Context: an optimization exercise on an open-source flow, tuned for small area, a short achievable clock period and few clock cycles. The choices shown serve that exercise and are no tape-out recipe. In this exercise RTL edits were held to simulation tests only and were not proved equivalent to the original.

==> flow/design.v <==
package movegen_pkg;
    localparam int KING_PAD = 10;
    localparam int KNIGHT_PAD = 12;
    localparam int NUM_GROUPS = 4;
    typedef logic [5:0] square_t;
    typedef logic [63:0] bitboard_t;
    typedef struct packed {
        bitboard_t knight;
        bitboard_t bishop;
        bitboard_t rook;
        bitboard_t queen;
        bitboard_t white_occ;
        square_t white_king;
        square_t black_king;
        logic black_to_move;
    } board_t;
    typedef struct packed {
        square_t src;
        square_t dst;
    } move_t;
    typedef enum logic [1:0] {
        GROUP_KING,
        GROUP_KNIGHT,
        GROUP_DIAG,
        GROUP_ORTHO
    } group_e;
    typedef struct packed {
        bitboard_t occ;
        bitboard_t own;
        bitboard_t king;
        bitboard_t knight;
        bitboard_t diag;
        bitboard_t ortho;
    } group_sets;
    typedef struct packed {
        logic valid;
        move_t move;
        logic done;
    } scan_offer;
    localparam int OFFER_BITS = 14;
    localparam logic [KING_PAD*KING_PAD-1:0] KING_PATTERN = 100'h70_1407;
    localparam logic [KNIGHT_PAD*KNIGHT_PAD-1:0] KNIGHT_PATTERN = 144'ha_0110_0001_100a;
    localparam bitboard_t DIAG_BASE = 64'h8040_2010_0804_0201;
    localparam bitboard_t ANTIDIAG_BASE = 64'h0102_0408_1020_4080;
endpackage
`timescale 1ns/1ns
module board_decode (
    input  logic                   clk_in,
    input  logic                   rst_in,
    input  movegen_pkg::board_t    board,
    input  logic                   accept,
    output movegen_pkg::group_sets sets,
    output logic                   load
);
    movegen_pkg::board_t board_q;
    movegen_pkg::bitboard_t kings;
    movegen_pkg::bitboard_t own_king;
    always_ff @(posedge clk_in) begin
        if (accept) begin
            board_q <= board;
        end
    end
    always_ff @(posedge clk_in) begin
        if (rst_in) begin
            load <= 1'b0;
        end else begin
            load <= accept;
        end
    end
    always_comb begin
        kings = (movegen_pkg::bitboard_t'(1) << board_q.white_king)
              | (movegen_pkg::bitboard_t'(1) << board_q.black_king);
        own_king = movegen_pkg::bitboard_t'(1)
                << (board_q.black_to_move ? board_q.black_king : board_q.white_king);
        sets.occ = board_q.knight | board_q.bishop | board_q.rook | board_q.queen | kings;
        sets.own = board_q.black_to_move ? sets.occ & ~board_q.white_occ : board_q.white_occ;
        sets.king = own_king;
        sets.knight = board_q.knight & sets.own;
        sets.diag = (board_q.bishop | board_q.queen) & sets.own;
        sets.ortho = (board_q.rook | board_q.queen) & sets.own;
    end
endmodule
`timescale 1ns/1ns
module leaper_attacks (
    input  movegen_pkg::square_t   king_sq,
    input  movegen_pkg::square_t   knight_sq,
    output movegen_pkg::bitboard_t king_mask,
    output movegen_pkg::bitboard_t knight_mask
);
    localparam int KING_BITS = movegen_pkg::KING_PAD * movegen_pkg::KING_PAD;
    localparam int KNIGHT_BITS = movegen_pkg::KNIGHT_PAD * movegen_pkg::KNIGHT_PAD;
    localparam int KING_ORIGIN = movegen_pkg::KING_PAD + 1;
    localparam int KNIGHT_ORIGIN = 2 * movegen_pkg::KNIGHT_PAD + 2;
    logic [KING_BITS-1:0] king_full;
    logic [KNIGHT_BITS-1:0] knight_full;
    logic [7:0] king_shift;
    logic [7:0] knight_shift;
    always_comb begin
        king_shift = 8'(king_sq[5:3]) * 8'(movegen_pkg::KING_PAD) + 8'(king_sq[2:0]);
        knight_shift = 8'(knight_sq[5:3]) * 8'(movegen_pkg::KNIGHT_PAD)
                     + 8'(knight_sq[2:0]);
        king_full = movegen_pkg::KING_PATTERN << king_shift;
        knight_full = movegen_pkg::KNIGHT_PATTERN << knight_shift;
    end
    always_comb begin
        for (int r = 0; r < 8; r++) begin
            king_mask[r*8 +: 8] = king_full[r*movegen_pkg::KING_PAD + KING_ORIGIN +: 8];
            knight_mask[r*8 +: 8] =
                knight_full[r*movegen_pkg::KNIGHT_PAD + KNIGHT_ORIGIN +: 8];
        end
    end
endmodule
`timescale 1ns/1ns
module slider_attacks (
    input  movegen_pkg::square_t   diag_sq,
    input  movegen_pkg::square_t   ortho_sq,
    input  movegen_pkg::bitboard_t occ,
    output movegen_pkg::bitboard_t diag_mask,
    output movegen_pkg::bitboard_t ortho_mask
);
    movegen_pkg::bitboard_t diag_piece;
    movegen_pkg::bitboard_t ortho_piece;
    movegen_pkg::bitboard_t diag_occ;
    movegen_pkg::bitboard_t ortho_occ;
    movegen_pkg::bitboard_t diag_line;
    movegen_pkg::bitboard_t anti_line;
    movegen_pkg::bitboard_t rank_line;
    movegen_pkg::bitboard_t file_line;
    logic [3:0] anti_sum;
    logic [3:0] anti_dist;
    function automatic logic [63:0] flip_ranks(logic [63:0] bits);
        movegen_pkg::bitboard_t out;
        for (int r = 0; r < 8; r++) begin
            out[r*8 +: 8] = bits[(7-r)*8 +: 8];
        end
        flip_ranks = out;
    endfunction
    function automatic logic [63:0] mirror_files(logic [63:0] bits);
        movegen_pkg::bitboard_t out;
        for (int i = 0; i < 64; i++) begin
            out[i] = bits[(i & ~7) | (7 - (i & 7))];
        end
        mirror_files = out;
    endfunction
    function automatic logic [63:0] line_attacks(
        movegen_pkg::bitboard_t line_occ,
        movegen_pkg::bitboard_t line,
        movegen_pkg::bitboard_t piece,
        logic mirror
    );
        movegen_pkg::bitboard_t fwd;
        movegen_pkg::bitboard_t bwd;
        fwd = line_occ - (piece << 1);
        if (mirror) begin
            bwd = mirror_files(mirror_files(line_occ) - (mirror_files(piece) << 1));
        end else begin
            bwd = flip_ranks(flip_ranks(line_occ) - (flip_ranks(piece) << 1));
        end
        line_attacks = (fwd ^ bwd) & line;
    endfunction
    always_comb begin
        diag_piece = movegen_pkg::bitboard_t'(1) << diag_sq;
        ortho_piece = movegen_pkg::bitboard_t'(1) << ortho_sq;
        diag_occ = occ & ~diag_piece;
        ortho_occ = occ & ~ortho_piece;
        if (diag_sq[5:3] >= diag_sq[2:0]) begin
            diag_line = movegen_pkg::DIAG_BASE << {diag_sq[5:3] - diag_sq[2:0], 3'b000};
        end else begin
            diag_line = movegen_pkg::DIAG_BASE >> {diag_sq[2:0] - diag_sq[5:3], 3'b000};
        end
        anti_sum = {1'b0, diag_sq[5:3]} + {1'b0, diag_sq[2:0]};
        anti_dist = (anti_sum >= 4'd7) ? anti_sum - 4'd7 : 4'd7 - anti_sum;
        if (anti_sum >= 4'd7) begin
            anti_line = movegen_pkg::ANTIDIAG_BASE << {anti_dist[2:0], 3'b000};
        end else begin
            anti_line = movegen_pkg::ANTIDIAG_BASE >> {anti_dist[2:0], 3'b000};
        end
        rank_line = movegen_pkg::bitboard_t'(8'hff) << {ortho_sq[5:3], 3'b000};
        file_line = 64'h0101_0101_0101_0101 << ortho_sq[2:0];
        diag_mask = line_attacks(diag_occ & diag_line, diag_line, diag_piece, 1'b0)
                  | line_attacks(diag_occ & anti_line, anti_line, diag_piece, 1'b0);
        ortho_mask = line_attacks(ortho_occ & rank_line, rank_line, ortho_piece, 1'b1)
                   | line_attacks(ortho_occ & file_line, file_line, ortho_piece, 1'b0);
    end
endmodule
`timescale 1ns/1ns
module piece_scanner (
    input  logic                   clk_in,
    input  logic                   rst_in,
    input  logic                   load,
    input  movegen_pkg::bitboard_t sources,
    input  movegen_pkg::bitboard_t own,
    input  movegen_pkg::bitboard_t attacks,
    input  logic                   grant,
    output movegen_pkg::square_t   src,
    output movegen_pkg::scan_offer offer
);
    typedef enum logic {
        ST_FETCH,
        ST_OFFER
    } state_e;
    state_e state;
    movegen_pkg::bitboard_t src_left;
    movegen_pkg::bitboard_t dst_left;
    logic last_dst;
    function automatic logic [5:0] lowest_square(logic [63:0] bits);
        movegen_pkg::square_t idx;
        idx = '0;
        for (int i = 63; i >= 0; i--) begin
            if (bits[i]) begin
                idx = movegen_pkg::square_t'(i);
            end
        end
        lowest_square = idx;
    endfunction
    assign src = lowest_square(src_left);
    assign last_dst = (dst_left & (dst_left - 64'd1)) == '0;
    always_comb begin
        offer.valid = (state == ST_OFFER) && (dst_left != '0);
        offer.move.src = src;
        offer.move.dst = lowest_square(dst_left);
        offer.done = src_left == '0;
    end
    always_ff @(posedge clk_in) begin
        if (rst_in) begin
            state <= ST_FETCH;
            src_left <= '0;
        end else if (load) begin
            state <= ST_FETCH;
            src_left <= sources;
        end else if (state == ST_FETCH) begin
            if (src_left != '0) begin
                state <= ST_OFFER;
            end
        end else if (dst_left == '0 || (grant && last_dst)) begin
            state <= ST_FETCH;
            src_left <= src_left & (src_left - 64'd1);
        end
    end
    always_ff @(posedge clk_in) begin
        if (state == ST_FETCH) begin
            dst_left <= attacks & ~own;
        end else if (grant) begin
            dst_left <= dst_left & (dst_left - 64'd1);
        end
    end
endmodule
`timescale 1ns/1ns
module move_sequencer (
    input  logic                          clk_in,
    input  logic                          rst_in,
    input  logic [movegen_pkg::NUM_GROUPS*movegen_pkg::OFFER_BITS-1:0] offers,
    input  logic                          board_valid,
    output logic [movegen_pkg::NUM_GROUPS-1:0] grants,
    output logic                          accept,
    output movegen_pkg::move_t            move,
    output logic                          move_valid,
    output logic                          board_ready
);
    movegen_pkg::group_e sel;
    movegen_pkg::move_t sel_move;
    movegen_pkg::scan_offer offer;
    logic any_valid;
    logic all_done;
    logic pending;
    always_comb begin
        sel = movegen_pkg::GROUP_KING;
        sel_move = '0;
        any_valid = 1'b0;
        all_done = 1'b1;
        for (int g = 0; g < movegen_pkg::NUM_GROUPS; g++) begin
            offer = offers[g*movegen_pkg::OFFER_BITS +: movegen_pkg::OFFER_BITS];
            if (offer.valid && all_done) begin
                sel = movegen_pkg::group_e'(g);
                sel_move = offer.move;
                any_valid = 1'b1;
            end
            all_done = all_done & offer.done;
        end
        grants = '0;
        grants[sel] = any_valid;
    end
    assign board_ready = all_done && !pending && !move_valid;
    assign accept = board_valid && board_ready;
    always_ff @(posedge clk_in) begin
        if (rst_in) begin
            move_valid <= 1'b0;
            pending <= 1'b0;
        end else begin
            move_valid <= any_valid;
            pending <= accept;
        end
    end
    always_ff @(posedge clk_in) begin
        if (any_valid) begin
            move <= sel_move;
        end
    end
endmodule
`timescale 1ns/1ns
module move_generator (
    input  logic                clk_in,
    input  logic                rst_in,
    input  movegen_pkg::board_t board,
    input  logic                board_valid,
    output logic                board_ready,
    output movegen_pkg::move_t  move,
    output logic                move_valid
);
    movegen_pkg::group_sets sets;
    logic load;
    logic accept;
    movegen_pkg::square_t king_sq;
    movegen_pkg::square_t knight_sq;
    movegen_pkg::square_t diag_sq;
    movegen_pkg::square_t ortho_sq;
    movegen_pkg::bitboard_t king_atk;
    movegen_pkg::bitboard_t knight_atk;
    movegen_pkg::bitboard_t diag_atk;
    movegen_pkg::bitboard_t ortho_atk;
    movegen_pkg::scan_offer king_offer;
    movegen_pkg::scan_offer knight_offer;
    movegen_pkg::scan_offer diag_offer;
    movegen_pkg::scan_offer ortho_offer;
    logic [movegen_pkg::NUM_GROUPS-1:0] grants;
    board_decode u_decode (
        .clk_in (clk_in),
        .rst_in (rst_in),
        .board  (board),
        .accept (accept),
        .sets   (sets),
        .load   (load)
    );
    leaper_attacks u_leaper (
        .king_sq     (king_sq),
        .knight_sq   (knight_sq),
        .king_mask   (king_atk),
        .knight_mask (knight_atk)
    );
    slider_attacks u_slider (
        .diag_sq    (diag_sq),
        .ortho_sq   (ortho_sq),
        .occ        (sets.occ),
        .diag_mask  (diag_atk),
        .ortho_mask (ortho_atk)
    );
    piece_scanner u_king (
        .clk_in (clk_in),
        .rst_in (rst_in),
        .load   (load),
        .sources(sets.king),
        .own    (sets.own),
        .attacks(king_atk),
        .grant  (grants[movegen_pkg::GROUP_KING]),
        .src    (king_sq),
        .offer  (king_offer)
    );
    piece_scanner u_knight (
        .clk_in (clk_in),
        .rst_in (rst_in),
        .load   (load),
        .sources(sets.knight),
        .own    (sets.own),
        .attacks(knight_atk),
        .grant  (grants[movegen_pkg::GROUP_KNIGHT]),
        .src    (knight_sq),
        .offer  (knight_offer)
    );
    piece_scanner u_diag (
        .clk_in (clk_in),
        .rst_in (rst_in),
        .load   (load),
        .sources(sets.diag),
        .own    (sets.own),
        .attacks(diag_atk),
        .grant  (grants[movegen_pkg::GROUP_DIAG]),
        .src    (diag_sq),
        .offer  (diag_offer)
    );
    piece_scanner u_ortho (
        .clk_in (clk_in),
        .rst_in (rst_in),
        .load   (load),
        .sources(sets.ortho),
        .own    (sets.own),
        .attacks(ortho_atk),
        .grant  (grants[movegen_pkg::GROUP_ORTHO]),
        .src    (ortho_sq),
        .offer  (ortho_offer)
    );
    move_sequencer u_sequencer (
        .clk_in      (clk_in),
        .rst_in      (rst_in),
        .offers      ({ortho_offer, diag_offer, knight_offer, king_offer}),
        .board_valid (board_valid),
        .grants      (grants),
        .accept      (accept),
        .move        (move),
        .move_valid  (move_valid),
        .board_ready (board_ready)
    );
endmodule
`timescale 1ns/1ns
module chess_movegen (
    input  logic        clk,
    input  logic        rst,
    input  logic [63:0] knight,
    input  logic [63:0] bishop,
    input  logic [63:0] rook,
    input  logic [63:0] queen,
    input  logic [63:0] white_occ,
    input  logic [5:0]  white_king,
    input  logic [5:0]  black_king,
    input  logic        black_to_move,
    input  logic        board_valid,
    output logic        board_ready,
    output logic [5:0]  move_src,
    output logic [5:0]  move_dst,
    output logic        move_valid
);
    movegen_pkg::board_t board;
    movegen_pkg::move_t move;
    always_comb begin
        board.knight = knight;
        board.bishop = bishop;
        board.rook = rook;
        board.queen = queen;
        board.white_occ = white_occ;
        board.white_king = white_king;
        board.black_king = black_king;
        board.black_to_move = black_to_move;
    end
    assign move_src = move.src;
    assign move_dst = move.dst;
    move_generator u_movegen (
        .clk_in      (clk),
        .rst_in      (rst),
        .board       (board),
        .board_valid (board_valid),
        .board_ready (board_ready),
        .move        (move),
        .move_valid  (move_valid)
    );
endmodule
==> flow/run.sh <==
#!/bin/bash
# synth_recipe.tcl (not shown) runs the flow's synth.tcl, then flattens the netlist and writes it again
# the make line also repeats each setting of config.mk as NAME=value (left out here)
make -C /OpenROAD-flow-scripts/flow DESIGN_CONFIG=/design/flow/config.mk WORK_HOME=/design/flow/orfs CLKGATE_MAP_FILE= SYNTH_SCRIPT=/design/flow/synth_recipe.tcl finish
==> flow/config.mk <==
export PLATFORM = sky130hd
export DESIGN_NAME = chess_movegen
export DESIGN_NICKNAME = chess_movegen
export VERILOG_FILES = /design/flow/design.v
export SDC_FILE = /design/flow/constraint.sdc
export NUM_CORES = 4
export LEC_CHECK = 0
export CAP_MARGIN = 20
export CORE_MARGIN = 2
export CORE_UTILIZATION = 40
export SLEW_MARGIN = 20
==> flow/constraint.sdc <==
create_clock -name core_clock -period 11.0 [get_ports {clk}]
set_input_delay 2.2000 -clock core_clock [delete_from_list [all_inputs] [get_ports {clk}]]
set_output_delay 2.2000 -clock core_clock [all_outputs]
set_load 0.01 [all_outputs]
==> run notes <==
[worst max-delay path: cells and delay by family (launching register included)]
family | cells | cell delay [ns]
AOI/OAI and AO/OA | 17 | 5.13
xor gates and xnor gates | 1 | 0.20
adders and majority gates | 2 | 0.57
buffers and inverters | 3 | 0.64
DFF | 1 | 0.34
and+or+nand+nor | 12 | 3.15
[logic make-up (layout without fill, tap and decap cells)]
kind of cell    count (synthesis)  after routing  synth area share, %
simple gates                 3652           3652                 24.5
mux                            80             80                 1.23
compound gates               2932           2932                 27.1
buf+inv                       649           1015                 3.46
xor+xnor                      342            342                 4.20
flops                         863            863                 32.7
other cells                     0             30                    0
fa+ha+maj                     383            383                 6.80
[flip-flops by register name (all words and copies together), names as in the netlist, 12 cells and up]
register / cells
u_movegen.u_king.dst_left: 64
u_movegen.u_decode.board_q: 333
u_movegen.u_knight.dst_left: 64
u_movegen.u_king.src_left: 64
u_movegen.u_ortho.src_left: 64
u_movegen.u_knight.src_left: 64
u_movegen.u_diag.dst_left: 64
u_movegen.u_diag.src_left: 64
u_movegen.u_sequencer.move: 12
u_movegen.u_ortho.dst_left: 64
[how the worst max path moves through the flow]
stage,endpoint,start
global route,u_movegen.u_diag.dst_left[9],u_movegen.u_diag.src_left[63]
finish,u_movegen.u_diag.dst_left[6],u_movegen.u_diag.src_left[63]
global placement,u_movegen.u_diag.dst_left[9],u_movegen.u_diag.src_left[63]
floorplan,u_movegen.u_decode.board_q[0],u_movegen.u_knight.src_left[48]
detailed placement,u_movegen.u_diag.dst_left[13],u_movegen.u_diag.src_left[63]
CTS,u_movegen.u_diag.dst_left[13],u_movegen.u_diag.src_left[63]
[cells in the mapped netlist (46+ instances only)]
library cell	number
o32ai_1	46
ha_1	363
o22ai_1	111
inv_1	257
or3_1	81
nor3_1	321
o21a_1	80
xor2_1	75
dfxtp_1	262
clkbuf_1	365
or2_2	63
nand3_1	310
o31ai_1	157
a211oi_1	69
nand4_1	113
a21oi_1	695
nand2b_1	105
o211ai_1	202
xnor2_1	267
nor2b_1	76
mux2_2	60
nand2_1	923
nor2_1	1088
a22oi_1	51
edfxtp_1	601
and3_1	65
a31oi_1	120
o21ai_0	577
nor4_1	239
or4_1	95
o21bai_1	82
o311ai_0	62
a21o_1	240
[stage by stage]
stage	cells	util [%]
after CTS	11607	46.2
after global routing	11612	46.2
after global placement	11417	44.2
after detailed placement	11417	44.3
final	11637	46.2
after floorplan	8901	-
[layout by cell type, fill, tap and decap left out, types with 95 or more instances in the layout]
cell	instances
clkdlybuf4s50_1	348
xnor2_1	265
o31ai_1	157
nor2_1	1079
a21oi_1	690
ha_1	363
inv_1	257
a21o_1	240
dfxtp_1	257
nor4_1	234
nand3_1	310
nor3_1	318
a31oi_1	120
nand2_1	920
buf_4	213
clkbuf_16	102
edfxtp_1	601
o211ai_1	202
nand2b_1	105
nand4_1	113
or4_1	95
o22ai_1	111
o21ai_0	575
[routing by layer]
metal	up-vias	wire [microns]	part of all wire [%]	track usage, %
met3	1207	45100	11	12.5
li1	34669	-	-	-
met5	-	333	0.081	0
met4	32	39000	9.4	35.0
met1	38626	157000	38	53.9
met2	5467	172000	42	63.3
[cell type report]
type	instances	share of cell area, %
well taps	2340	3.59
flip-flops and latches	863	28.6
inverters	260	1.20
repair buffers	565	6.33
diodes	30	0.0920
clock inverters	57	0.791
multi-input cells	7389	56.1
clock buffers	133	3.39
==> results by group <==
Status
  – Status: finished clean

Drt
  – Routed Antenna Nets: 0
  – Drt total wl: 413 mm
  – Via density: 6.87
  – Vias post-DR: 80,001
  – Wirelength per Cell: 35.5 microns
  – DRC Markers: 0
  – DRT iter0 DRCs: 12,012
  – 1st-pass router iterations: 11

Clock network
  – H-tree levels: 3
  – Num CTS Buffers: 102
  – Cts repair resizes: 0
  – Post-CTS Setup Bufs: 0
  – Clock Path Buffers: 3
  – Root Buffer: clkbuf_16
  – CTS tree: built
  – CTS Sinks: 863
  – Clk slew on worst S/H paths: 0.06 ns
  – Hold Buf Count CTS: 0
  – Clock Latency Late Sink: 0.81 ns

Die
  – Die X-Extent: 426 microns
  – I/O Pins: 350
  – Initial Util: 40.4%
  – Row count: 154
  – Core ar.: 176,000 sq um
  – Die area: 182,000 sq um
  – Die height: 426 microns

Synth
  – Syn Nets: 9,610
  – Mapped Area: 71,200 sq um
  – Synthesized area per cell: 8.00 sq um
  – Ranking of synthesized cells by area: edfxtp_1 (25%), dfxtp_1 (7.4%), ha_1 (6.4%)
  – Sequential share of the synthesized area: 32.7%
  – Ys flop type: edfxtp_1
  – Post-synth top area share: 25.3%
  – FF+latch count, synth: 863
  – EDFF count, synth: 601
  – Area leader, netlist: edfxtp_1
  – Share of flip-flops with an asynchronous set or reset: 0%
  – Count of cell types in the netlist: 95
  – Post-Synthesis Cells: 8,901
  – Synth Warn #: 6

Global route
  – Grt total ovfl: 0
  – All-Layer GR Usage: 43.7%
  – Vias in the first global route: 72,505
  – Global-route wire length before repair: 561 mm
  – Pin count of the biggest net entering global routing: 139
  – Initial antenna violation count: 54

STA
  – Final setup margin: 0.780 ns
  – Setup TNS: 0 ns
  – Relative slew margins: 12.1%
  – Final setup fails: 0
  – Achievable frequency: 0.0978 GHz
  – RSZ-0062 raised after global routing: no
  – Final Hold Fails: 0
  – Max Clock Skew: 0.0841 ns
  – Hold WS: 0.500 ns
  – Fin crit share: 92.9%
  – Clock period minus worst slack: 10.22 ns
  – Slew Viols, Final: 0
  – Worst slew pin tran: 1.32 ns

Setup path
  – WP data required: 11.65 ns
  – Critical path launch point type: register
  – Crit Path Category: reg -> reg
  – R2R cell count: 35
  – FF-to-FF setup slack: 0.78 ns
  – R2R Path Start: u_movegen.u_diag.src_left[63]
  – Dominant cell type by count on the critical path: nor2_1
  – Reg-to-Reg End: u_movegen.u_diag.dst_left[6]
  – Worst setup EP type: register
  – Crit path max fanout: 15
  – Slowest cell on the critical path: or4b_2
  – CP arrival: 10.87 ns
  – Crit-path max cell delay: 0.79 ns

Final layout
  – Layout cells sized above 1: 6.38%
  – Multi-input logic area: 45,700 sq um
  – Area grow syn2layout: 14.5%
  – Filler cells: 17,740
  – Final Cell Area: 81,600 sq um
  – Nets@finish: 9,890
  – Register area: 23,300 sq um

Place
  – Area after DPL: 78,100 sq um
  – Pre-CTS WS: 1.27 ns
  – DP HPWL: 329 mm
  – IO buf count: 349
  – GPL Wtd Cong: 1.10

Worst hold path
  – Hold Startpoint: u_movegen.u_decode.board_q[308]
  – Hold EP: u_movegen.u_knight.src_left[39]
  – Hold path depth: 1
  – Hold WC Path Type: reg -> reg

Run
  – Max Cap Viol: 0
Testbench counts, summed over its fixed seeds: cycles 32,615.

port drivers added, routing unchanged:
How much do the figures lean on ideal ports? The routed layout below was timed once more, with nothing changed but the port constraints. Step 1 assumes that a clkbuf_16 drives the clock port and a buf_2 every other input. Step 2 adds t to the input delays and takes it off the output delays; t is the mean of the earliest and latest rising clock arrival at the registers after step 1. Input paths then give back, and output paths get back, about the clock's delay inside the block. Slacks: ideal ports / drivers / drivers and shift; pairs: ideal ports / drivers.
t (ns): 0.877
setup WS [ns]: 0.780 / 0.780 / 0.780
worst setup path at the end: register to register
worst register clock-pin slew, ns: 0.08 / 0.08
After both steps this run still meets setup and hold. The setup slack of this run moves by 0.000 ns with the drivers and by 0.000 ns with both steps.
